What follows belongs to an exercise in optimizing a design on an open flow for small area; a production flow would make more cautious choices.
Function was checked by simulation only, so behaviour that the tests miss may differ from the original.
Power and IR drop assume default switching activity.

===== flow/design.v =====
`timescale 1ns/1ns
`timescale 1ns/1ns
`timescale 1ns/1ns
`timescale 1ns/1ns
`default_nettype none
module timer_gp32 (
	input  wire [31:0]	a,
	input  wire [31:0]	b,
	output wire		g,
	output wire		p
);
	wire [31:0] g0 = a & b, p0 = a | b;
	wire [15:0] g1, p1;
	wire [7:0]  g2, p2;
	wire [3:0]  g3, p3;
	wire [1:0]  g4, p4;
	for (genvar i = 0; i < 16; i++) begin : g_l1
		assign g1[i] = g0[2*i+1] | (p0[2*i+1] & g0[2*i]);
		assign p1[i] = p0[2*i+1] & p0[2*i];
	end
	for (genvar i = 0; i < 8; i++) begin : g_l2
		assign g2[i] = g1[2*i+1] | (p1[2*i+1] & g1[2*i]);
		assign p2[i] = p1[2*i+1] & p1[2*i];
	end
	for (genvar i = 0; i < 4; i++) begin : g_l3
		assign g3[i] = g2[2*i+1] | (p2[2*i+1] & g2[2*i]);
		assign p3[i] = p2[2*i+1] & p2[2*i];
	end
	for (genvar i = 0; i < 2; i++) begin : g_l4
		assign g4[i] = g3[2*i+1] | (p3[2*i+1] & g3[2*i]);
		assign p4[i] = p3[2*i+1] & p3[2*i];
	end
	assign g = g4[1] | (p4[1] & g4[0]);
	assign p = p4[1] & p4[0];
endmodule
`default_nettype wire
`timescale 1ns/1ns
`timescale 1ns/1ns
`default_nettype none
module timer_subsys (
	input  wire		clk,
	input  wire		rst_n,
	input  wire		psel,
	input  wire		penable,
	input  wire		pwrite,
	input  wire [15:0]	paddr,
	input  wire [31:0]	pwdata,
	input  wire		dbg_halt,
	output logic [31:0]	prdata,
	output logic		pready,
	output logic		pslverr,
	output logic [3:0]	irq
);
	assign pready = 1'b1;
	wire		access = psel & penable;
	wire		aligned = (paddr[15:6] == 10'd0) & (paddr[1:0] == 2'd0);
	wire [3:0]	idx = paddr[5:2];
	wire		mapped = aligned & ~(idx[3] & idx[2]);
	assign pslverr = access & (~mapped | (pwrite & (idx == 4'd1)));
	wire		wr = access & pwrite & aligned;
	wire		ctrl_we = wr & (idx == 4'd0);
	wire		mt_lo_we = wr & (idx == 4'd2);
	wire		mt_hi_we = wr & (idx == 4'd3);
	wire [3:0]	cmp_lo_we, cmp_hi_we;
	for (genvar k = 0; k < 4; k++) begin : g_we
		assign cmp_lo_we[k] = wr & (idx == 4'(4 + 2 * k));
		assign cmp_hi_we[k] = wr & (idx == 4'(5 + 2 * k));
	end
	logic		ctrl_en;
	logic [3:0]	prescale;
	logic [63:0]	mtime;
	always_ff @(posedge clk or negedge rst_n)
		if (!rst_n)
			ctrl_en <= 1'b0;
		else if (ctrl_we)
			ctrl_en <= pwdata[0];
	wire run  = ctrl_en & ~dbg_halt;
	wire tick = run & (prescale[3] & prescale[1] & prescale[0]);
	always_ff @(posedge clk or negedge rst_n)
		if (!rst_n)
			prescale <= 4'd0;
		else if (run)
			prescale <= tick ? 4'd0 : prescale + 4'd1;
	logic [63:0] mtimen;
	assign mtime = ~mtimen;
	logic [63:0] borrow;
	assign borrow[0] = 1'b1;
	for (genvar i = 1; i < 64; i++) begin : g_inc
		assign borrow[i] = ~|mtimen[i-1:0];
	end
	wire lo_ones = ~|mtimen[31:0];
	wire hi_ones = ~|mtimen[63:32];
	always_ff @(posedge clk or negedge rst_n)
		if (!rst_n)
			mtimen <= '1;
		else if (mt_lo_we)
			mtimen[31:0] <= ~pwdata;
		else if (mt_hi_we)
			mtimen[63:32] <= ~pwdata;
		else if (tick)
			mtimen <= mtimen ^ borrow;
	logic [31:0]	cmp_lo [4];
	logic [31:0]	cmp_hi [4];
	logic [3:0]	lo_set, hi_set;
	for (genvar k = 0; k < 4; k++) begin : g_chan
		always_ff @(posedge clk) begin
			if (cmp_lo_we[k])
				cmp_lo[k] <= pwdata;
			if (cmp_hi_we[k])
				cmp_hi[k] <= pwdata;
		end
		always_ff @(posedge clk or negedge rst_n)
			if (!rst_n) begin
				lo_set[k] <= 1'b0;
				hi_set[k] <= 1'b0;
			end else begin
				if (cmp_lo_we[k])
					lo_set[k] <= 1'b1;
				if (cmp_hi_we[k])
					hi_set[k] <= 1'b1;
			end
		wire gl, pl, gh, ph;
		timer_gp32 u_lo (.a(mtime[31:0]),  .b(~cmp_lo[k]), .g(gl), .p(pl));
		timer_gp32 u_hi (.a(mtime[63:32]), .b(~cmp_hi[k]), .g(gh), .p(ph));
		wire ge_lo = lo_set[k] ? (gl | pl) : lo_ones;
		wire g_hi  = hi_set[k] & gh;
		wire p_hi  = hi_set[k] ? ph : hi_ones;
		always_ff @(posedge clk or negedge rst_n)
			if (!rst_n)
				irq[k] <= 1'b0;
			else
				irq[k] <= g_hi | (p_hi & ge_lo);
	end
	wire		s_ctrl = (idx == 4'd0);
	wire		s_irq  = (idx == 4'd1);
	wire		s_mlo  = (idx == 4'd2);
	wire		s_mhi  = (idx == 4'd3);
	wire [3:0]	s_clo, s_chi;
	for (genvar k = 0; k < 4; k++) begin : g_rsel
		assign s_clo[k] = (idx == 4'(4 + 2 * k));
		assign s_chi[k] = (idx == 4'(5 + 2 * k));
	end
	wire [3:0]	t_clo = s_clo & lo_set, t_chi = s_chi & hi_set;
	wire		ones_rd = |(s_clo & ~lo_set) | |(s_chi & ~hi_set);
	logic [31:0] cmp_or;
	always_comb begin
		cmp_or = '0;
		for (int k = 0; k < 4; k++)
			cmp_or = cmp_or | (cmp_lo[k] & {32{t_clo[k]}}) | (cmp_hi[k] & {32{t_chi[k]}});
	end
	assign prdata = {32{ones_rd}}
		| cmp_or
		| (mtime[31:0] & {32{s_mlo}})
		| (mtime[63:32] & {32{s_mhi}})
		| {28'd0, irq & {4{s_irq}}}
		| {31'd0, ctrl_en & s_ctrl};
endmodule
`default_nettype wire

===== flow/flow/run.sh =====
#!/bin/bash
# Layout flow: the standard ORFS flow, with smaller port buffers, a clock
# tree without dummy loads, and power recovery (which downsizes cells with
# slack) followed by a max-slew repair.
set -uo pipefail
cd "$(dirname "${BASH_SOURCE[0]}")/.."
bash standard.sh \
	"BUFFER_PORTS_ARGS=-buffer_cell sky130_fd_sc_hd__buf_2" \
	"CTS_ARGS=-sink_clustering_enable -repair_clock_nets -buf_list sky130_fd_sc_hd__clkbuf_4 -sink_clustering_size 10 -sink_clustering_max_diameter 40 -dont_use_dummy_load" \
	"POST_GLOBAL_ROUTE_TCL=$PWD/flow/post_grt.tcl" \
	finish > standard.log 2>&1
exit $?

===== flow/flow/post_grt.tcl =====
# Downsize cells that have timing slack to spare, keeping a setup margin,
# then repair max slew and capacitance again, legalize and reroute.
global_route -start_incremental
repair_timing -recover_power 100 -setup_margin 0.15 -verbose
repair_design -slew_margin 0 -cap_margin 0
detailed_placement
global_route -end_incremental
estimate_parasitics -global_routing
report_wns
report_tns
write_guides $::env(RESULTS_DIR)/route.guide

===== flow/standard.sh =====
#!/bin/bash
# synth_recipe.tcl (not shown) runs the flow's synth.tcl, then flattens the netlist and writes it again
# the make line also repeats each setting of config.mk as NAME=value (left out here)
make -C /OpenROAD-flow-scripts/flow DESIGN_CONFIG=/design/flow/config.mk WORK_HOME=/design/flow/orfs CLKGATE_MAP_FILE= SYNTH_SCRIPT=/design/flow/synth_recipe.tcl "${@:-finish}"

===== flow/config.mk =====
export PLATFORM = sky130hd
export DESIGN_NAME = timer_subsys
export DESIGN_NICKNAME = timer_subsys
export VERILOG_FILES = /design/flow/design.v
export SDC_FILE = /design/flow/constraint.sdc
export NUM_CORES = 4
export LEC_CHECK = 0
export CAP_MARGIN = 0
export CORE_MARGIN = 2
export CORE_UTILIZATION = 55
export PLACE_DENSITY = 0.75
export SETUP_SLACK_MARGIN = 0.02
export SLEW_MARGIN = 0

===== flow/constraint.sdc =====
create_clock -name core_clock -period 3.5 [get_ports {clk}]
set_input_delay 0.7000 -clock core_clock [delete_from_list [all_inputs] [get_ports {clk}]]
set_output_delay 0.7000 -clock core_clock [all_outputs]
set_load 0.01 [all_outputs]

==> flow_summary.json, run 1 <==
{
  "synth-main-ff-cell": "edfxtp_1",
  "synth_edf_count": 256,
  "initial_utilization_pct": 55.4,
  "grt_pass1_wl_um": 95600,
  "synth_top_area_share_pct": 43.0,
  "syn_area_mm2": 0.0179,
  "maxSlewHeadroom_pct": 8.18,
  "cts_root_buf": "clkbuf_4",
  "worstPathArrival_ns": 2.70,
  "ir_worst_vdd_v": 0.000263,
  "cts_setup_buffers": 5,
  "fin_crit_ns": 3.40,
  "netlist_instances": 1652,
  "dp_hpwl_um": 43500,
  "drc": 0,
  "viasPerCell": 7.53,
  "synth.avg_cell_area_um2": 10.8,
  "ys_types": 73,
  "areaGrowthSynthToFinish_pct": 7.78,
  "vias": 16300,
  "die_area_mm2": 0.0340,
  "skew_ns": 0.0584,
  "worstMarginPinSlew_ns": 1.38,
  "die_w_um": 184,
  "netlist.top_cell.by_area": "edfxtp_1",
  "cts_resized": 1,
  "timing.fmax_mhz": 294,
  "core_mm2": 0.0323,
  "rows": 66,
  "ys_seq_area_share_pct": 54.7,
  "power.density_mw_per_mm2": 344,
  "nNetsFinal": 1785,
  "ios": 92,
  "routedWlPerCell_um": 29.6,
  "critPathMaxFanout": 5,
  "clk_pin_slew_worst_paths_ns": 0.11,
  "ys_ff_latch": 337,
  "clock_latency_ns": 0.76,
  "total_power_w": 0.00663,
  "routed_wl_um": 64100,
  "dr.pass1.iters": 10,
  "yosysWarnings": 3,
  "leakage_nw": 6.32,
  "start_kind": "register",
  "synthArstFlopShare_pct": 24.0,
  "grt-ovfl-total": 0,
  "grt_pass1_vias": 15200,
  "antenna_found_initial": 2,
  "period_share_pct": 97.2,
  "cp-end-kind": "output port",
  "crit_type": "reg2out",
  "synthTopCellsByArea": "edfxtp_1, dfstp_2, a22oi_1",
  "fin_util_pct": 59.7,
  "htreeDepth": 2,
  "setup_viol": 0,
  "ant_nets": 0,
  "grt_max_degree": 39,
  "status": "finished clean",
  "drive_gt1_share_pct": 13.9,
  "synth_most_common_cell": "edfxtp_1",
  "io_buffers": 90,
  "cts_buffers": 50,
  "clockBufferDepth": 3,
  "place_congestion": 0.979,
  "synth_nets": 1713,
  "cp.required_ns": 2.80,
  "drt_iter0_markers": 3100,
  "yosys-top-cells-count": "edfxtp_1, nand2_1, clkbuf_1, o21ai_0, a22oi_1",
  "cts_sinks": 337,
  "cts_tree": "built",
  "hold_violations": 0,
  "slew_violations": 0,
  "hold_class": "in2reg",
  "die_h_um": 184,
  "nFillCells": 2724,
  "regToRegSetupSlack_ns": 0.15,
  "grt_usage_pct": 37.8,
  "maxCapViolCount": 0,
  "hold_buffers": 1
}
## flip-flops by register name, summed over array words and instances, names as in the netlist
signal    flops
ctrl_en       1
hi_set        4
cmp_hi      128
irq           4
lo_set        4
prescale      4
mtimen       64
cmp_lo      128
## per-layer routing
layer  track usage [%]  share of wire (%)  up-vias
li1                  -                  -     6902
met1              53.4                 38     7872
met2              55.8                 44     1346
met3              8.77                 15      198
met4              16.6                4.2        0
met5                 0                  0        -
## area by class of cell
cell class	count	area (um^2)	area share (%)
flip-flops and latches	337	9790	50.8
multi-input cells	1152	7560	39.2
repair buffers	158	912	4.73
well taps	442	553	2.87
clock buffers	50	375	1.95
inverters	25	93.8	0.486
diodes	2	5.00	0.0259
## worst paths after layout
check | startpoint | end | depth (start not counted)
setup / recovery | lo_set[0]$_DFFE_PN0P_ | prdata[9] | 6
hold / removal | pwdata[23] | cmp_lo[3][23]$_DFFE_PP_ | 1
setup reg to reg | mtimen[0]$_DFFE_PN1P_ | mtimen[57]$_DFFE_PN1P_ | 9
hold reg to reg | ctrl_en$_DFFE_PN0P_ | ctrl_en$_DFFE_PN0P_ | 1
max in group asynchronous | rst_n | mtimen[29]$_DFFE_PN1P_ | 4
min in group asynchronous | rst_n | mtimen[15]$_DFFE_PN1P_ | 2
## stage by stage
| step | cell area (um^2) | hold slack [ns] | worst slack, ns | TNS (ns) | instances |
|---|---|---|---|---|---|
| after floorplan | 17900 | 0.404 | 0.0583 | 0 | 1652 |
| after CTS | 19500 | 0.211 | 0.122 | 0 | 2162 |
| after detailed placement | 19000 | 0.528 | -0.00137 | -0.00137 | 2105 |
| final | 19300 | 0.374 | 0.0976 | 0 | 2166 |
| after global placement | 19000 | 0.502 | 0.106 | 0 | 2105 |
## layout by cell type (no fill, tap or decap), drive strengths merged, types with 18 or more instances in the layout
master    n
o22ai    62
a22o     22
o221ai   37
o31ai    42
o21ai   127
o211ai   18
nor3     36
clkbuf  134
a21oi    62
inv      24
nand2   145
nand3    38
a222oi   68
buf      73
edfxtp  256
a221oi   35
dfstp    64
a22oi    93
nor2     73
nand4    49
## critical path, stage by stage (launching register included)
cell      delay, ns
dfrtp_1        0.46
mux2_2         0.28
o22ai_1        0.53
a21oi_4        0.14
clkbuf_2       0.25
nand4_1        0.12
clkbuf_1       0.16
## cell families (layout without fill, tap and decap cells)
logic type	Yosys count	in the layout	share of synthesized area (%)
other	1	3	0.0210
buffers and inverters	164	233	3.57
and+or+nand+nor	434	434	12.0
DFF	337	337	54.7
muxes	19	19	1.08
adders and majority gates	22	22	1.33
xor gates and xnor gates	21	21	1.03
AOI/OAI and AO/OA	654	655	26.3
## power by group
part           internal, W  switching, W
clock             0.000651       0.00133
combinational     0.000100      0.000239
sequential         0.00431   0.000000318
total              0.00506       0.00157
==> inputs of run 2 (changes only) <==
--- a/flow/config.mk
+++ b/flow/config.mk
@@ -8,6 +8,7 @@
 export CAP_MARGIN = 0
 export CORE_MARGIN = 2
 export CORE_UTILIZATION = 55
+export GPL_TIMING_DRIVEN = 0
 export PLACE_DENSITY = 0.75
 export SETUP_SLACK_MARGIN = 0.02
 export SLEW_MARGIN = 0
==> flow_summary.json, run 2 <==
{
  "status": "failed layout checks",
  "so.violations": "setup timing",
  "die_w_um": 184,
  "place_congestion": 1.01,
  "die_h_um": 184,
  "slew_violations": 0,
  "timing.fmax_mhz": 282,
  "reg_top3": "cmp_hi: 128 flops, cmp_lo: 128 flops, mtimen: 64 flops",
  "io_buffers": 89,
  "vias": 17400,
  "cts_sinks": 337,
  "cp-end-kind": "output port",
  "hold_violations": 0,
  "core_mm2": 0.0323,
  "worstMarginPinSlew_ns": 1.36,
  "crit_slowest_cell": "dfrtp_1",
  "place_area_mm2": 0.0193,
  "ys_ff_latch": 337,
  "cts_setup_buffers": 7,
  "netlist.top_cell.by_area": "edfxtp_1",
  "cts_buffers": 52,
  "ios": 92,
  "p_seq_share_pct": 64.0,
  "crit_type": "reg2out",
  "clk_pin_slew_worst_paths_ns": 0.11,
  "routed_wl_um": 79600,
  "cp_slowest_stage_delay_ns": 0.56,
  "grt_pass1_vias": 16300,
  "layout_common_cells": "edfxtp_1, nand2_1, o21ai_0",
  "cts_resized": 99,
  "fin_area_mm2": 0.0197,
  "period_share_pct": 101,
  "synth_top_area_share_pct": 43.0,
  "regToRegSetupSlack_ns": 0.07,
  "fin_ws_ns": -0.0489,
  "path_cells": "inv_1 -> nor3_4 -> clkbuf_4 -> a221oi_1 -> nand4_1 -> clkbuf_1",
  "hold_buffers": 0,
  "p_sw_share_pct": 24.5,
  "viasPerCell": 7.79,
  "ant_nets": 0,
  "maxCapViolCount": 0,
  "rows": 66,
  "maxSlewHeadroom_pct": 9.06,
  "ys_seq_area_share_pct": 54.7,
  "htreeDepth": 2,
  "cts_root_buf": "clkbuf_4",
  "yosys-top-cells-count": "edfxtp_1, nand2_1, clkbuf_1, o21ai_0, a22oi_1",
  "cts_tree": "built",
  "synth_nets": 1713,
  "fin_tns_setup_ns": -0.185,
  "areaGrowthSynthToFinish_pct": 10.1,
  "switchingPower_w": 0.00165,
  "hold_class": "in2async",
  "nNetsFinal": 1855,
  "synth_most_common_cell": "edfxtp_1",
  "setup_viol": 8,
  "p_comb_share_pct": 5.2,
  "drc": 0,
  "power.density_mw_per_mm2": 341,
  "pwr-share-clk_pct": 30.8,
  "synthTopCellsByArea": "edfxtp_1, dfstp_2, a22oi_1",
  "start_kind": "register",
  "skew_ns": 0.0912,
  "antenna_found_initial": 2,
  "synth.avg_cell_area_um2": 10.8,
  "p_int_w": 0.00508,
  "whs_ns": 0.201,
  "leakage_nw": 6.52,
  "reg2reg_from": "mtimen[27]$_DFFE_PN1P_",
  "synth-main-ff-cell": "edfxtp_1",
  "die_area_mm2": 0.0340,
  "fin_crit_ns": 3.55,
  "reg2reg_depth": 8,
  "synthArstFlopShare_pct": 24.0,
  "netlist_instances": 1652,
  "critPathMaxFanout": 10,
  "routedWlPerCell_um": 35.5,
  "clock_latency_ns": 0.88,
  "dp_hpwl_um": 56100,
  "grt_usage_pct": 47.2,
  "grt-ovfl-total": 0,
  "initial_utilization_pct": 55.4,
  "drt_iter0_markers": 3723,
  "clockBufferDepth": 3,
  "drive_gt1_share_pct": 15.9,
  "ys_types": 73,
  "synth_edf_count": 256,
  "cp.required_ns": 2.80,
  "dr.pass1.iters": 12,
  "yosysWarnings": 3,
  "syn_area_mm2": 0.0179,
  "final_common_cell": "edfxtp_1",
  "nFillCells": 2774,
  "r2r-end": "irq[3]$_DFF_PN0_",
  "worstPathArrival_ns": 2.85,
  "grt_pass1_wl_um": 113000,
  "ir_worst_vdd_v": 0.000287,
  "grt_max_degree": 65
}
run 2: changes by cell type in the layout (fill, tap and decap cells not counted), sizes merged:
cell | previous run | this run
diode | 2 | 5
dlygate4sd3 | 1 | 0
clkbuf | 134 | 215
clkdlybuf4s15 | 0 | 1
a21oi | 62 | 61
buf | 73 | 63
run 2: worst max path at each step:
| stage | end | cells after the start | from | slack [ns] |
|---|---|---|---|---|
| after floorplan | cmp_hi[2][0]$_DFFE_PP_ | 5 | paddr[12] | 0.06 |
| after global placement | cmp_lo[3][9]$_DFFE_PP_ | 6 | paddr[12] | -2.04 |
| after detailed placement | prdata[0] | 8 | paddr[3] | -1.88 |
| after CTS | prdata[14] | 8 | hi_set[0]$_DFFE_PN0P_ | 0.02 |
| final | prdata[21] | 6 | hi_set[3]$_DFFE_PN0P_ | -0.05 |
run 2: kinds of logic after synthesis:
| logic type | synth area share (%) |
|---|---|
| buf+inv | 3.57 |
| simple gates | 12.0 |
| compound gates | 26.3 |
| other cells | 0.0210 |
| flops | 54.7 |
| xor+xnor | 1.03 |
| fa+ha+maj | 1.33 |
| mux | 1.08 |
run 2: power groups by stage:
| stage | clock, W | combinational (W) | sequential [W] |
|---|---|---|---|
| 2_1_floorplan | 0 | 0.000117 | 0.00439 |
| 3_3_place_gp | 0 | 0.000321 | 0.00439 |
| 3_5_place_dp | 0 | 0.000333 | 0.00439 |
| 4_1_cts | 0.00205 | 0.000345 | 0.00431 |
| 6_report | 0.00207 | 0.000347 | 0.00431 |
run 2: layout make-up:
type,instances,area [um^2],area share [%]
Antenna cell,5,12.5,0.0635
Buffer,115,649,3.30
Clock buffer,52,390,1.98
Inverter,25,97.6,0.495
Multi-Input combinational cell,1151,7620,38.7
Sequential cell,337,9800,49.7
Tap cell,442,553,2.81
Timing Repair Buffer,112,588,2.98
run 2: routing by layer:
metal | vias to the layer above | track usage [%] | wire (um)
met5 | - | 0 | 0
met4 | 0 | 27.6 | 5790
met3 | 348 | 17.1 | 13300
met2 | 1723 | 63.8 | 31200
met1 | 8313 | 64.9 | 29300
li1 | 7060 | - | -
run 2: per-stage QoR:
step / total power, W / utilization [%] / instances / setup WS (ns)
after global placement: 0.00471 / 58.6 / 2183 / -2.04
after detailed placement: 0.00472 / 59.7 / 2196 / -1.88
final: 0.00673 / 61.0 / 2239 / -0.0489
after CTS: 0.00670 / 61.8 / 2248 / 0.0174
after floorplan: 0.00451 / - / 1652 / 0.0583
run 2: worst max-delay path: cells and delay by family (launching register included):
family | cells | cell delay (ns)
buffers and inverters | 3 | 0.78
DFF | 1 | 0.56
and+or+nand+nor | 2 | 0.52
AOI/OAI and AO/OA | 1 | 0.16
==> inputs of run 3 (changes only) <==
--- a/flow/config.mk
+++ b/flow/config.mk
@@ -7,8 +7,7 @@
 export LEC_CHECK = 0
 export CAP_MARGIN = 0
 export CORE_MARGIN = 2
-export CORE_UTILIZATION = 55
-export GPL_TIMING_DRIVEN = 0
-export PLACE_DENSITY = 0.75
+export CORE_UTILIZATION = 60
+export PLACE_DENSITY = 0.8
 export SETUP_SLACK_MARGIN = 0.02
 export SLEW_MARGIN = 0
==> flow_summary.json, run 3 <==
{
  "yosysWarnings": 3,
  "ir_worst_vdd_v": 0.000271,
  "cts_setup_buffers": 6,
  "setup_viol": 0,
  "worstMarginPinSlew_ns": 1.33,
  "htreeDepth": 2,
  "synth_most_common_cell": "edfxtp_1",
  "maxCapViolCount": 0,
  "synthTopCellsByArea": "edfxtp_1, dfstp_2, a22oi_1",
  "drc": 0,
  "nNetsFinal": 1777,
  "ios": 92,
  "clock_latency_ns": 0.74,
  "routedWlPerCell_um": 30.7,
  "synth-main-ff-cell": "edfxtp_1",
  "rows": 63,
  "routed_wl_um": 64600,
  "grt_pass1_vias": 15600,
  "skew_ns": 0.0682,
  "hold_violations": 0,
  "synth_edf_count": 256,
  "hold_buffers": 0,
  "reg_top3": "cmp_hi: 128 flops, cmp_lo: 128 flops, mtimen: 64 flops",
  "ant_nets": 0,
  "start_kind": "register",
  "cp.required_ns": 2.80,
  "die_h_um": 177,
  "final_common_cell": "edfxtp_1",
  "cts_tree": "built",
  "cts_sinks": 337,
  "cts_resized": 1,
  "clk_pin_slew_worst_paths_ns": 0.12,
  "fin_area_mm2": 0.0192,
  "place_congestion": 0.978,
  "worstPathArrival_ns": 2.77,
  "reg2reg_depth": 9,
  "areaGrowthSynthToFinish_pct": 7.10,
  "clockBufferDepth": 3,
  "leakage_nw": 6.28,
  "crit_type": "reg2out",
  "initial_utilization_pct": 60.7,
  "yosys-top-cells-count": "edfxtp_1, nand2_1, clkbuf_1, o21ai_0, a22oi_1",
  "slew_violations": 0,
  "fin_crit_ns": 3.47,
  "synth.avg_cell_area_um2": 10.8,
  "synthArstFlopShare_pct": 24.0,
  "gr-usage-met1_pct": 58.5,
  "timing.fmax_mhz": 288,
  "use_met3_pct": 10.5,
  "synth_nets": 1713,
  "dp_hpwl_um": 43300,
  "grt-ovfl-total": 0,
  "viasPerCell": 7.90,
  "antenna_found_initial": 3,
  "maxSlewHeadroom_pct": 11.5,
  "ys_ff_latch": 337,
  "io_buffers": 90,
  "fin_tns_setup_ns": 0,
  "place_area_mm2": 0.0190,
  "vias": 16600,
  "period_share_pct": 99.2,
  "grt_usage_pct": 40.9,
  "met2_usage_pct": 59.4,
  "syn_area_mm2": 0.0179,
  "die_w_um": 177,
  "power.density_mw_per_mm2": 342,
  "synth_top_area_share_pct": 43.0,
  "busiest_layer": "met2",
  "netlist.top_cell.by_area": "edfxtp_1",
  "die_area_mm2": 0.0312,
  "grt_pass1_wl_um": 95400,
  "core_mm2": 0.0295,
  "cp-end-kind": "output port",
  "grt_max_degree": 56,
  "ys_types": 73,
  "dr.pass1.iters": 10,
  "critPathMaxFanout": 9,
  "drive_gt1_share_pct": 13.5,
  "netlist_instances": 1652,
  "hold_class": "in2async",
  "cts_root_buf": "clkbuf_4",
  "layout_common_cells": "edfxtp_1, nand2_1, o21ai_0",
  "drt_iter0_markers": 3318,
  "cts_buffers": 47,
  "ys_seq_area_share_pct": 54.7,
  "status": "finished clean",
  "whs_ns": 0.118
}
## run 3: cell counts after synthesis
No cell type changed its count.
## run 3: final timing paths
kind / start / endpoint / slack, ns
max in group asynchronous: rst_n / mtimen[47]$_DFFE_PN1P_ / 1.97
worst min-delay path: rst_n / prescale[1]$_DFFE_PN0P_ / 0.12
worst max register to register: mtimen[0]$_DFFE_PN1P_ / mtimen[42]$_DFFE_PN1P_ / 0.12
min in group core_clock: pwdata[6] / cmp_lo[3][6]$_DFFE_PP_ / 0.39
worst min register to register: ctrl_en$_DFFE_PN0P_ / ctrl_en$_DFFE_PN0P_ / 0.54
worst max-delay path: lo_set[0]$_DFFE_PN0P_ / prdata[16] / 0.03
## run 3: through the flow
step	power [W]	instances	worst slack, ns	utilization (%)
6_report	0.00656	2106	0.0288	65.0
4_1_cts	0.00657	2104	0.0669	65.8
3_5_place_dp	0.00471	2050	-0.0625	64.4
3_3_place_gp	0.00471	2050	0.0667	64.4
2_1_floorplan	0.00451	1652	0.0583	-
## run 3: power by group
| group | internal (W) | switching, W | leakage (nW) | total [W] |
|---|---|---|---|---|
| logic | 0.0000949 | 0.000237 | 2.89 | 0.000332 |
| registers | 0.00431 | 0.000000313 | 3.18 | 0.00431 |
| clock network | 0.000615 | 0.00131 | 0.216 | 0.00192 |
| total | 0.00502 | 0.00154 | 6.28 | 0.00656 |
## run 3: layout make-up
| cell class | instances | area (um^2) |
|---|---|---|
| Sequential cell | 337 | 9790 |
| Tap cell | 390 | 488 |
| Antenna cell | 2 | 5.00 |
| Timing Repair Buffer | 153 | 878 |
| Clock buffer | 47 | 353 |
| Inverter | 25 | 93.8 |
| Fill cell | 2351 | 10300 |
| Multi-Input combinational cell | 1152 | 7560 |
## run 3: kinds of logic (layout without fill, tap and decap cells)
kind of cell / Yosys count / in the layout / share of synthesized area [%]
AO/OA/AOI/OAI: 654 / 655 / 26.3
XOR/XNOR: 21 / 21 / 1.03
adder cells (fa/ha/maj): 22 / 22 / 1.33
buffers and inverters: 164 / 225 / 3.57
flip-flops: 337 / 337 / 54.7
multiplexers: 19 / 19 / 1.08
other: 1 / 3 / 0.0210
AND/OR/NAND/NOR: 434 / 434 / 12.0
## run 3: metal layers
metal	vias up	part of all wire [%]
met1	7816	36
met4	2	5.1
met3	298	17
met2	1656	42
li1	6875	-
met5	-	0.020
## run 3: worst max-delay path, cell delays in order (launching register included)
cell      delay [ns]
dfrtp_1         0.48
mux2_2          0.30
o22ai_1         0.59
a21oi_4         0.13
buf_2           0.27
nand4_1         0.14
clkbuf_1        0.16
==> inputs of run 4 (changes only) <==
--- a/flow/config.mk
+++ b/flow/config.mk
@@ -7,7 +7,7 @@
 export LEC_CHECK = 0
 export CAP_MARGIN = 0
 export CORE_MARGIN = 2
-export CORE_UTILIZATION = 60
-export PLACE_DENSITY = 0.8
+export CORE_UTILIZATION = 65
+export PLACE_DENSITY = 0.85
 export SETUP_SLACK_MARGIN = 0.02
 export SLEW_MARGIN = 0
==> flow_summary.json, run 4 <==
{
  "status": "finished clean",
  "critPathMaxFanout": 11,
  "place_area_mm2": 0.0189,
  "grt_pass1_vias": 15700,
  "maxSlewHeadroom_pct": 4.19,
  "crit_slowest_cell": "o22ai_1",
  "grt_max_degree": 57,
  "syn_area_mm2": 0.0179,
  "crit_type": "reg2out",
  "cts_tree": "built",
  "fin_area_mm2": 0.0191,
  "routedWlPerCell_um": 30.5,
  "synth_edf_count": 256,
  "drive_gt1_share_pct": 13.9,
  "seqCellArea_mm2": 0.00979,
  "rows": 60,
  "reg2reg_from": "mtimen[1]$_DFFE_PN1P_",
  "cts_root_buf": "clkbuf_4",
  "die_h_um": 170,
  "path_cells": "mux2_2 -> o22ai_1 -> a21oi_4 -> clkbuf_4 -> nand4_1 -> clkbuf_2",
  "fin_ws_ns": 0.0418,
  "cts_buffers": 50,
  "drc": 0,
  "io_buffers": 90,
  "antenna_found_initial": 1,
  "dp_hpwl_um": 41900,
  "areaGrowthSynthToFinish_pct": 6.54,
  "timing.fmax_mhz": 289,
  "cp-end-kind": "output port",
  "die_w_um": 170,
  "cts_resized": 1,
  "ys_ff_latch": 337,
  "initial_utilization_pct": 66.2,
  "ant_nets": 0,
  "reg_top3": "cmp_hi: 128 flops, cmp_lo: 128 flops, mtimen: 64 flops",
  "viasPerCell": 8.20,
  "cp_slowest_stage_delay_ns": 0.55,
  "netlist_instances": 1652,
  "hold_class": "in2async",
  "use_met3_pct": 13.3,
  "layout_common_cells": "edfxtp_1, nand2_1, o21ai_0",
  "nFillCells": 1975,
  "reg2reg_depth": 9,
  "ir_worst_vdd_v": 0.000361,
  "multi_input_area_mm2": 0.00755,
  "hold_violations": 0,
  "slew_violations": 0,
  "fin_crit_ns": 3.46,
  "period_share_pct": 98.8,
  "worstPathArrival_ns": 2.76,
  "grt_usage_pct": 43.5,
  "synth_top_area_share_pct": 43.0,
  "cts_setup_buffers": 5,
  "start_kind": "register",
  "leakage_nw": 6.28,
  "grt_pass1_wl_um": 94100,
  "regToRegSetupSlack_ns": 0.18,
  "maxCapViolCount": 0,
  "ys_seq_area_share_pct": 54.7,
  "synth.avg_cell_area_um2": 10.8,
  "clockBufferDepth": 3,
  "die_area_mm2": 0.0289,
  "nNetsFinal": 1772,
  "r2r-end": "mtimen[51]$_DFFE_PN1P_",
  "synthArstFlopShare_pct": 24.0,
  "synth-main-ff-cell": "edfxtp_1",
  "htreeDepth": 2,
  "core_mm2": 0.0270,
  "routed_wl_um": 62600,
  "dr.pass1.iters": 14,
  "vias": 16800,
  "synth_nets": 1713,
  "critPathBufInv": 2,
  "clk_pin_slew_worst_paths_ns": 0.11,
  "gr-usage-met1_pct": 60.6,
  "synthTopCellsByArea": "edfxtp_1, dfstp_2, a22oi_1",
  "setup_viol": 0,
  "cp_top_family": "compound AO/OA/AOI/OAI gates",
  "clock_latency_ns": 0.75,
  "ios": 92,
  "busiest_layer": "met2",
  "power.density_mw_per_mm2": 346,
  "netlist.top_cell.by_area": "edfxtp_1",
  "pre_cts_ws_ns": -0.0369,
  "hold_buffers": 0,
  "worstMarginPinSlew_ns": 1.44,
  "cp.required_ns": 2.80,
  "cts_sinks": 337,
  "place_congestion": 1.03,
  "yosysWarnings": 3,
  "met2_usage_pct": 62.2,
  "synth_most_common_cell": "edfxtp_1",
  "yosys-top-cells-count": "edfxtp_1, nand2_1, clkbuf_1, o21ai_0, a22oi_1",
  "grt-ovfl-total": 0,
  "drt_iter0_markers": 3787,
  "final_common_cell": "edfxtp_1",
  "ys_types": 73,
  "skew_ns": 0.0883
}
==> run 4: cell counts after synthesis <==
Identical to the previous run, type by type.
==> run 4: worst max-delay path by stage <==
stage / to / cells past startpoint / start / slack (ns)
2_1_floorplan: cmp_hi[2][0]$_DFFE_PP_ / 5 / paddr[12] / 0.06
3_3_place_gp: prdata[10] / 8 / paddr[4] / 0.09
3_5_place_dp: prdata[17] / 8 / paddr[4] / -0.04
4_1_cts: prdata[22] / 6 / lo_set[1]$_DFFE_PN0P_ / 0.21
6_report: prdata[15] / 6 / lo_set[1]$_DFFE_PN0P_ / 0.04
==> run 4: per-layer routing <==
layer / up-vias / wire [um]
li1: 6870 / -
met1: 7902 / 21500
met2: 1742 / 26400
met3: 310 / 11100
met4: 0 / 3560
met5: - / 0
==> run 4: power by group <==
part           switching (W)  internal (W)  total (W)
Combinational       0.000237      0.000101   0.000338
Sequential       0.000000328       0.00431    0.00431
Clock                0.00131      0.000650    0.00196
Total                0.00154       0.00506    0.00660
==> run 4: layout make-up <==
| type | instances | share of cell area (%) |
|---|---|---|
| Sequential cell | 337 | 51.4 |
| Multi-Input combinational cell | 1152 | 39.6 |
| Timing Repair Buffer | 145 | 4.32 |
| Tap cell | 341 | 2.24 |
| Clock buffer | 50 | 1.97 |
| Inverter | 25 | 0.492 |
| Antenna cell | 1 | 0.0131 |
==> run 4: kinds of logic (layout without fill, tap and decap cells) <==
group | Yosys count | count (layout) | synth area share [%]
AOI/OAI and AO/OA | 654 | 655 | 26.3
DFF | 337 | 337 | 54.7
and+or+nand+nor | 434 | 434 | 12.0
buffers and inverters | 164 | 220 | 3.57
other | 1 | 2 | 0.0210
adders and majority gates | 22 | 22 | 1.33
xor gates and xnor gates | 21 | 21 | 1.03
muxes | 19 | 19 | 1.08
==> run 4: stage by stage <==
stage	setup TNS [ns]	cells	utilization (%)	total power [W]	hold slack, ns
6_report	0	2051	70.6	0.00660	0.0715
2_1_floorplan	0	1652	-	0.00451	0.404
3_3_place_gp	0	1994	69.8	0.00470	0.499
3_5_place_dp	-0.153	1994	69.8	0.00471	0.526
4_1_cts	0	2050	71.5	0.00659	0.0888
==> inputs of run 5 (changes only) <==
==> flow/run.sh (new file) <==
#!/bin/bash
# synth_recipe.tcl (not shown) runs the flow's synth.tcl, then flattens the netlist and writes it again
# the make line also repeats each setting of config.mk as NAME=value (left out here)
make -C /OpenROAD-flow-scripts/flow DESIGN_CONFIG=/design/flow/config.mk WORK_HOME=/design/flow/orfs CLKGATE_MAP_FILE= SYNTH_SCRIPT=/design/flow/synth_recipe.tcl finish
--- a/flow/config.mk
+++ b/flow/config.mk
@@ -7,7 +7,10 @@
 export LEC_CHECK = 0
 export CAP_MARGIN = 0
 export CORE_MARGIN = 2
-export CORE_UTILIZATION = 65
-export PLACE_DENSITY = 0.85
+export CORE_UTILIZATION = 55
+export CTS_BUF_LIST = sky130_fd_sc_hd__clkbuf_8
+export CTS_CLUSTER_DIAMETER = 50
+export CTS_CLUSTER_SIZE = 16
+export PLACE_DENSITY = 0.75
 export SETUP_SLACK_MARGIN = 0.02
 export SLEW_MARGIN = 0
removed: flow/flow/run.sh
removed: flow/flow/post_grt.tcl
removed: flow/standard.sh
==> flow_summary.json, run 5 <==
{
  "final_common_cell": "edfxtp_1",
  "reg2reg_depth": 9,
  "setup_viol": 0,
  "synthAdderAreaFrac_pct": 1.33,
  "path_cells": "clkdlybuf4s50_1 -> nor2b_1 -> buf_4 -> inv_1 -> o22ai_2 -> a211oi_2 -> a21oi_2 -> a21oi_4 -> buf_12 -> clkbuf_16 -> nand4_1 -> clkdlybuf4s15_1",
  "ir_worst_vdd_v": 0.000364,
  "synthArstFlopShare_pct": 24.0,
  "worstPathArrival_ns": 2.74,
  "grt_pass1_vias": 15400,
  "syn_area_mm2": 0.0179,
  "drt_iter0_markers": 2901,
  "initial_utilization_pct": 55.4,
  "hold_violations": 0,
  "start_kind": "input port",
  "layout_common_cells": "edfxtp_1, nand2_1, o21ai_0",
  "reg2reg_from": "mtimen[0]$_DFFE_PN1P_",
  "skew_ns": 0.0229,
  "netlist_instances": 1652,
  "r2r-end": "mtimen[46]$_DFFE_PN1P_",
  "rows": 66,
  "ys_seq_area_share_pct": 54.7,
  "synth_top_area_share_pct": 43.0,
  "regToRegSetupSlack_ns": 0.11,
  "yosysWarnings": 3,
  "areaGrowthSynthToFinish_pct": 17.0,
  "grt_usage_pct": 37.9,
  "insertedDiodeCount": 0,
  "worstMarginPinSlew_ns": 0.879,
  "ys_types": 73,
  "timing.fmax_mhz": 291,
  "fin_util_pct": 64.8,
  "slew_violations": 0,
  "routed_wl_um": 65400,
  "crit_type": "in2out",
  "antenna_found_initial": 2,
  "synthTopCellsByArea": "edfxtp_1, dfstp_2, a22oi_1",
  "power.density_mw_per_mm2": 365,
  "reg_top3": "cmp_hi: 128 flops, cmp_lo: 128 flops, mtimen: 64 flops",
  "dr.pass1.iters": 9,
  "synth_nets": 1713,
  "cts_root_buf": "clkbuf_8",
  "place_congestion": 0.991,
  "synth-main-ff-cell": "edfxtp_1",
  "drc": 0,
  "cts_buffers": 35,
  "critPathMaxFanout": 7,
  "clockBufferDepth": 3,
  "grt_max_degree": 57,
  "period_share_pct": 98.2,
  "viasPerCell": 7.49,
  "fin_ws_ns": 0.0619,
  "die_area_mm2": 0.0340,
  "clk_pin_slew_worst_paths_ns": 0.09,
  "place_area_mm2": 0.0200,
  "hold_class": "in2async",
  "synth_most_common_cell": "edfxtp_1",
  "routedWlPerCell_um": 29.5,
  "clock_latency_ns": 0.58,
  "dp_hpwl_um": 44700,
  "whs_ns": 0.258,
  "yosys-top-cells-count": "edfxtp_1, nand2_1, clkbuf_1, o21ai_0, a22oi_1",
  "cts_sinks": 337,
  "die_h_um": 184,
  "fin_crit_ns": 3.44,
  "cp-end-kind": "output port",
  "synth.avg_cell_area_um2": 10.8,
  "nNetsFinal": 1808,
  "ios": 92,
  "cp.required_ns": 2.80,
  "synth_compound_area_share_pct": 26.3,
  "core_mm2": 0.0323,
  "ant_nets": 0,
  "maxCapViolCount": 0,
  "maxSlewHeadroom_pct": 41.4,
  "cp_slowest_stage_delay_ns": 0.42,
  "grt_pass1_wl_um": 95900,
  "crit_slowest_cell": "clkdlybuf4s50_1",
  "status": "finished clean",
  "io_buffers": 90,
  "grt-ovfl-total": 0,
  "htreeDepth": 2,
  "cts_tree": "built",
  "pre_cts_ws_ns": -0.273,
  "fin_area_mm2": 0.0209,
  "synth_top_family_by_area": "compound AO/OA/AOI/OAI gates",
  "synth_xor_area_share_pct": 1.03,
  "synthMuxAreaShare_pct": 1.08,
  "vias": 16600,
  "fin_tns_setup_ns": 0,
  "synth_edf_count": 256,
  "yosys.area_share.simple_pct": 12.0,
  "netlist.top_cell.by_area": "edfxtp_1",
  "ys_ff_latch": 337,
  "leakage_nw": 7.06,
  "drive_gt1_share_pct": 17.9,
  "die_w_um": 184
}
## run 5: how the worst max path moves through the flow
stage / slack, ns / start / cells after the start / end
after detailed placement: -0.27 / paddr[3] / 9 / prdata[15]
after global routing: -0.02 / paddr[4] / 12 / prdata[29]
after global placement: -0.33 / paddr[2] / 8 / prdata[0]
after CTS: -0.16 / paddr[4] / 10 / prdata[20]
final: 0.06 / paddr[4] / 12 / prdata[31]
after floorplan: 0.06 / paddr[12] / 5 / cmp_hi[2][0]$_DFFE_PP_
## run 5: report_power, final
part / total [W] / switching (W) / internal (W) / leakage [nW]
Sequential: 0.00431 / 0.000000315 / 0.00431 / 3.18
Combinational: 0.000436 / 0.000254 / 0.000182 / 3.48
Clock: 0.00291 / 0.00159 / 0.00132 / 0.398
Total: 0.00765 / 0.00185 / 0.00581 / 7.06
## run 5: stage by stage
| stage | cells | total power (W) |
|---|---|---|
| 6_report | 2216 | 0.00765 |
| 5_1_grt | 2216 | 0.00784 |
| 4_1_cts | 2211 | 0.00763 |
| 3_5_place_dp | 2144 | 0.00482 |
| 3_3_place_gp | 2144 | 0.00481 |
| 2_1_floorplan | 1652 | 0.00451 |
## run 5: kinds of logic (layout without fill, tap and decap cells)
family	Yosys count	after routing
and+or+nand+nor	434	435
DFF	337	337
xor gates and xnor gates	21	21
AOI/OAI and AO/OA	654	654
adders and majority gates	22	22
buffers and inverters	164	285
other	1	1
muxes	19	19
## run 5: repair_timing
| action | CTS | global route |
|---|---|---|
| resized for setup | 56 | 63 |
| pin swaps | 1 | 7 |
| hold buffers | 0 | 0 |
| setup buffers | 2 | 2 |
| endpoints found under the hold margin | 0 | 0 |
| endpoints found under the setup margin | 32 | 36 |
| gates cloned | 1 | 3 |
## run 5: routing by layer
metal  track usage (%)  wire length, um  part of all wire [%]
met5                 0               11                 0.017
met4              16.3             3160                   4.8
met3              8.65             9300                    14
met2              55.2            28100                    43
met1              54.4            24800                    38
## run 5: cell type report
cell class	instances	area [um^2]
Multi-Input combinational cell	1152	7730
Clock buffer	35	482
Clock inverter	29	313
Sequential cell	337	9790
Fill cell	2494	11300
Tap cell	442	553
Timing Repair Buffer	196	1970
Inverter	25	93.8
## run 5: worst max-delay path: cells and delay by family
kind / cells / cell delay (ns)
buf+inv: 6 / 1.26
compound gates: 4 / 0.53
simple gates: 2 / 0.25

[static timing again, ports no longer ideal]
Ports are ideal in the flow. The routed layouts listed here were re-timed in OpenROAD. Step 1, drivers: a clkbuf_16 drives clk and a buf_2 each remaining input, both assumed. Step 2 also shifts input and output timing later by t, the mid clock arrival at the registers, as if the neighbouring blocks saw the same clock. Three values: ideal ports, drivers, drivers and shift; two values: the first two.
| run | shift t [ns] | setup slack, ns | worst hold slack (ns) | worst setup path after step 2 | latest minus earliest clock arrival (ns) |
|---|---|---|---|---|---|
| run 1 | 0.772 | 0.098 / 0.052 / -0.309 | 0.374 / 0.350 / 0.549 | input to register | 0.071 / 0.071 |
| run 2 | 0.873 | -0.049 / -0.101 / -0.773 | 0.201 / 0.170 / 0.525 | input to register | 0.119 / 0.119 |
| run 3 | 0.750 | 0.029 / -0.016 / -0.151 | 0.118 / 0.134 / 0.542 | input to register | 0.068 / 0.068 |
| run 4 | 0.745 | 0.042 / -0.005 / -0.280 | 0.072 / 0.054 / 0.557 | input to register | 0.094 / 0.094 |
| run 5 | 0.623 | 0.062 / 0.035 / 0.035 | 0.258 / 0.230 / 0.545 | input to output | 0.024 / 0.024 |
Met with ideal ports but missed after step 2: setup timing in run 1, run 3 and run 4. The setup slack of run 2, which loses most, moves by -0.052 ns with the drivers and by -0.724 ns with both steps.
